This design comes from an exercise in tuning for small area, a short achievable clock period and few clock cycles per item on the open sky130 flow, not from production work. Where RTL was checked, it was by simulation tests only, not by an equivalence proof against the original. Power is estimated from default activity; no workload was simulated.

==> job 9892: inputs <==
Design digitClassifier, start of the top module:
module digitClassifier
(
    input  logic      clk,
    input  logic      rst,
    input  logic      start,
    input  logic      wrEn,
    input  cnnDataPkg::memAddr_t  wrAddr,
    input  cnnDataPkg::pixel_t    wrData,
    output logic      busy,
    output logic      done,
    output cnnDataPkg::classIdx_t classIdx,
    output cnnDataPkg::score_t    bestScore
);
clock: 10.0 ns
lec_check: 0
cap_margin: 20
core_margin: 2
core_utilization: 40
slew_margin: 20
standard.sh (not shown) runs the stock make flow with config.mk's settings and CLKGATE_MAP_FILE= SYNTH_SCRIPT=/design/flow/synth_recipe.tcl, a recipe that flattens the netlist after the stock synthesis.
==> flow/flow/run.sh <==
#!/bin/bash
set -euo pipefail
bash standard.sh SETUP_SLACK_MARGIN=6.5 finish > standard_make.log 2>&1
==> inputs of job 3195, as changes to job 9892 <==
--- a/flow/design.v
+++ b/flow/design.v
@@ -49,66 +49,75 @@
     output logic      busy,
     output logic      done,
     output cnnDataPkg::classIdx_t classIdx,
     output cnnDataPkg::score_t    bestScore
 );
     logic                 wv;        
     cnnDataPkg::memAddr_t wa;        
     cnnDataPkg::pixel_t   wd;        
+    cnnDataPkg::pixel_t   wdm;       
     logic                 replay;    
     logic [5:0]           rcnt;      
+    logic                 rqv;       
     logic                 rv;        
+    logic [5:0]           rqa;
+    cnnDataPkg::pixel_t   rdq;
     cnnDataPkg::pixel_t   rdData;    
     always_ff @(posedge clk) begin
-        wv <= wrEn && !busy;
-        if (replay) begin
-            wa <= {1'b0, rcnt};
-            wd <= rdData;
+        wv  <= wrEn && !busy;
+        rdq <= rdData;
+        rqa <= rcnt;
+        if (wrEn) begin
+            wdm <= wrData;
+        end
+        if (rqv) begin
+            wa <= {1'b0, rqa};
+            wd <= rdq;
         end else begin
             wa <= wrAddr;
             wd <= wrData;
         end
     end
     cnnDataPkg::pixel_t pix [64];
     cnnDataPkg::pixel_t fc [36];
     logic [3:0] kOne [9];
     logic [3:0] kTwo [9];
     logic [3:0] kNeg [9];
     logic [3:0] wdOne;
     logic [3:0] wdTwo;
     logic [3:0] wdNeg;
-    assign wdOne[0] = wd[0] ^ 1'b0;
-    assign wdTwo[0] = (wd[1] & ~wd[0] & ~1'b0) | (~wd[1] & wd[0] & 1'b0);
-    assign wdNeg[0] = wd[1];
-    assign wdOne[1] = wd[2] ^ wd[1];
-    assign wdTwo[1] = (wd[3] & ~wd[2] & ~wd[1]) | (~wd[3] & wd[2] & wd[1]);
-    assign wdNeg[1] = wd[3];
-    assign wdOne[2] = wd[4] ^ wd[3];
-    assign wdTwo[2] = (wd[5] & ~wd[4] & ~wd[3]) | (~wd[5] & wd[4] & wd[3]);
-    assign wdNeg[2] = wd[5];
-    assign wdOne[3] = wd[6] ^ wd[5];
-    assign wdTwo[3] = (wd[7] & ~wd[6] & ~wd[5]) | (~wd[7] & wd[6] & wd[5]);
-    assign wdNeg[3] = wd[7];
+    assign wdOne[0] = wdm[0] ^ 1'b0;
+    assign wdTwo[0] = (wdm[1] & ~wdm[0] & ~1'b0) | (~wdm[1] & wdm[0] & 1'b0);
+    assign wdNeg[0] = wdm[1];
+    assign wdOne[1] = wdm[2] ^ wdm[1];
+    assign wdTwo[1] = (wdm[3] & ~wdm[2] & ~wdm[1]) | (~wdm[3] & wdm[2] & wdm[1]);
+    assign wdNeg[1] = wdm[3];
+    assign wdOne[2] = wdm[4] ^ wdm[3];
+    assign wdTwo[2] = (wdm[5] & ~wdm[4] & ~wdm[3]) | (~wdm[5] & wdm[4] & wdm[3]);
+    assign wdNeg[2] = wdm[5];
+    assign wdOne[3] = wdm[6] ^ wdm[5];
+    assign wdTwo[3] = (wdm[7] & ~wdm[6] & ~wdm[5]) | (~wdm[7] & wdm[6] & wdm[5]);
+    assign wdNeg[3] = wdm[7];
     always_ff @(posedge clk) begin
         for (int a = 0; a < 64; a++) begin
             if (wv && wa == 7'(0 + a)) begin
-                pix[a] <= wd;
+                pix[a] <= wdm;
             end
         end
         for (int t = 0; t < 9; t++) begin
             if (wv && wa == 7'(64 + t)) begin
                 kOne[t] <= wdOne;
                 kTwo[t] <= wdTwo;
                 kNeg[t] <= wdNeg;
             end
         end
         for (int a = 0; a < 36; a++) begin
             if (wv && wa == 7'(73 + a)) begin
-                fc[a] <= wd;
+                fc[a] <= wdm;
             end
         end
     end
     always_comb begin
         rdData = '0;
         for (int a = 0; a < 64; a++) begin
             if (rcnt == 6'(a)) begin
                 rdData = rdData | pix[a];
@@ -131,21 +140,23 @@
         end
     end
     assign accept = start && !busy;
     always_ff @(posedge clk or negedge rst) begin
         if (!rst) begin
             evPrev   <= 1'b0;
             passDone <= 1'b0;
             replay   <= 1'b0;
+            rqv      <= 1'b0;
             rv       <= 1'b0;
         end else begin
             evPrev   <= ev;
             passDone <= passDoneNext;
-            rv       <= replay;
+            rqv      <= replay;
+            rv       <= rqv;
             if (accept && !passDoneNext) begin
                 replay <= 1'b1;
             end else if (rcnt == 6'd63) begin
                 replay <= 1'b0;
             end
         end
     end
     always_ff @(posedge clk) begin
@@ -4066,22 +4077,27 @@
     cnnDataPkg::score_t best23;
     always_ff @(posedge clk or negedge rst) begin
         if (!rst) begin
             a2Final <= 1'b0;
         end else begin
             a2Final <= accFinal;
         end
     end
+    cnnDataPkg::score_t sc0, sc1, sc2, sc3;
     always_ff @(posedge clk) begin
-        sel01  <= s1gt0;
-        sel23  <= s3gt2;
-        best01 <= s1gt0 ? score1 : score0;
-        best23 <= s3gt2 ? score3 : score2;
+        sel01 <= s1gt0;
+        sel23 <= s3gt2;
+        sc0   <= score0;
+        sc1   <= score1;
+        sc2   <= score2;
+        sc3   <= score3;
     end
+    assign best01 = sel01 ? sc1 : sc0;
+    assign best23 = sel23 ? sc3 : sc2;
     logic selHi;
     logic selHi_g0, selHi_e0;
     assign selHi_g0 = (best23[0] & ~best01[0]);
     assign selHi_e0 = ~(best23[0] ^ best01[0]);
     logic selHi_g1, selHi_e1;
     assign selHi_g1 = (best23[1] & ~best01[1]);
     assign selHi_e1 = ~(best23[1] ^ best01[1]);
     logic selHi_g2, selHi_e2;
@@ -4192,17 +4208,17 @@
     logic selHi_g37, selHi_e37;
     assign selHi_g37 = selHi_g36 | (selHi_e36 & selHi_g35);
     assign selHi_e37 = selHi_e36 & selHi_e35;
     logic selHi_g38, selHi_e38;
     assign selHi_g38 = selHi_g34 | (selHi_e34 & selHi_g37);
     assign selHi_e38 = selHi_e34 & selHi_e37;
     assign selHi = selHi_g38;
     logic report;
-    assign report = busy && !done && !replay && !rv && a2Final;
+    assign report = busy && !done && !replay && !rqv && !rv && a2Final;
     always_ff @(posedge clk or negedge rst) begin
         if (!rst) begin
             busy <= 1'b0;
             done <= 1'b0;
         end else begin
             done <= report;
             if (accept) begin
                 busy <= 1'b1;
==> flow/flow/run.sh (replaced) <==
#!/bin/bash
set -euo pipefail
bash standard.sh SETUP_SLACK_MARGIN=7.5 finish > standard_make.log 2>&1
==> qor summary <==
|  | job 3195 | job 9892 |
|---|---|---|
| Number of tap instances | 2526 | 2511 |
| Worst hold endpoint | lb[5][0] | lb[5][7] |
| Number of antenna cells inserted | 6 | 3 |
| Clock network area share | 0.06230 | 0.06130 |
| Global-route track usage on met2 | 0.3828 | 0.3504 |
| Sum of met2 wire segment lengths after detailed routing | 110100 um | 99810 um |
| Net Sw Frac | 0.3968 | 0.4045 |
| Result of the run | timing/DRC/antenna clean | timing/DRC/antenna clean |
| CLK BUF | 224 | 226 |
| Portion of total power attributed to sequential cells | 0.286 | 0.292 |
| Gate count after technology mapping | 6045 | 5986 |
| Hold_ws | 0.2797 ns | 0.3182 ns |
| Cts bufs inserted | 172 | 167 |
| Count of flip-flops and latches | 1625 | 1562 |
| Final cell count without fillers | 9170 | 8922 |
| Final Cycle Share | 0.4207 | 0.4265 |
| Count of flip-flops with a built-in enable after synthesis | 944 | 936 |
Testbench counts of job 9892, summed over its fixed seeds: cycles 14,160, images 192.
The RTL of job 3195 was laid out without a check of its function.

## separate check: timing with driven ports
Ports are ideal in the flow. The routed layouts listed here were re-timed in OpenROAD. Step 1 assumes that a clkbuf_16 drives the clock port and a buf_2 every other input. Step 2 moves the port delays by t, midway between the first and last clock arrival at a register: inputs arrive t later, outputs are due t later. That takes back most of the time a late clock gives input paths. a / b / c = ideal ports / drivers / drivers and shift; a / b = the first two.
| run | t (ns) | setup WS [ns] | latest minus earliest clock arrival (ns) | worst slew at a driven data input, ns |
|---|---|---|---|---|
| job 9892 | 0.888 | 5.735 / 5.735 / 5.735 | 0.058 / 0.058 | 0.05 |
| job 3195 | 0.889 | 5.793 / 5.793 / 5.793 | 0.079 / 0.079 | 0.05 |
After both steps setup and hold are still met in every run listed.
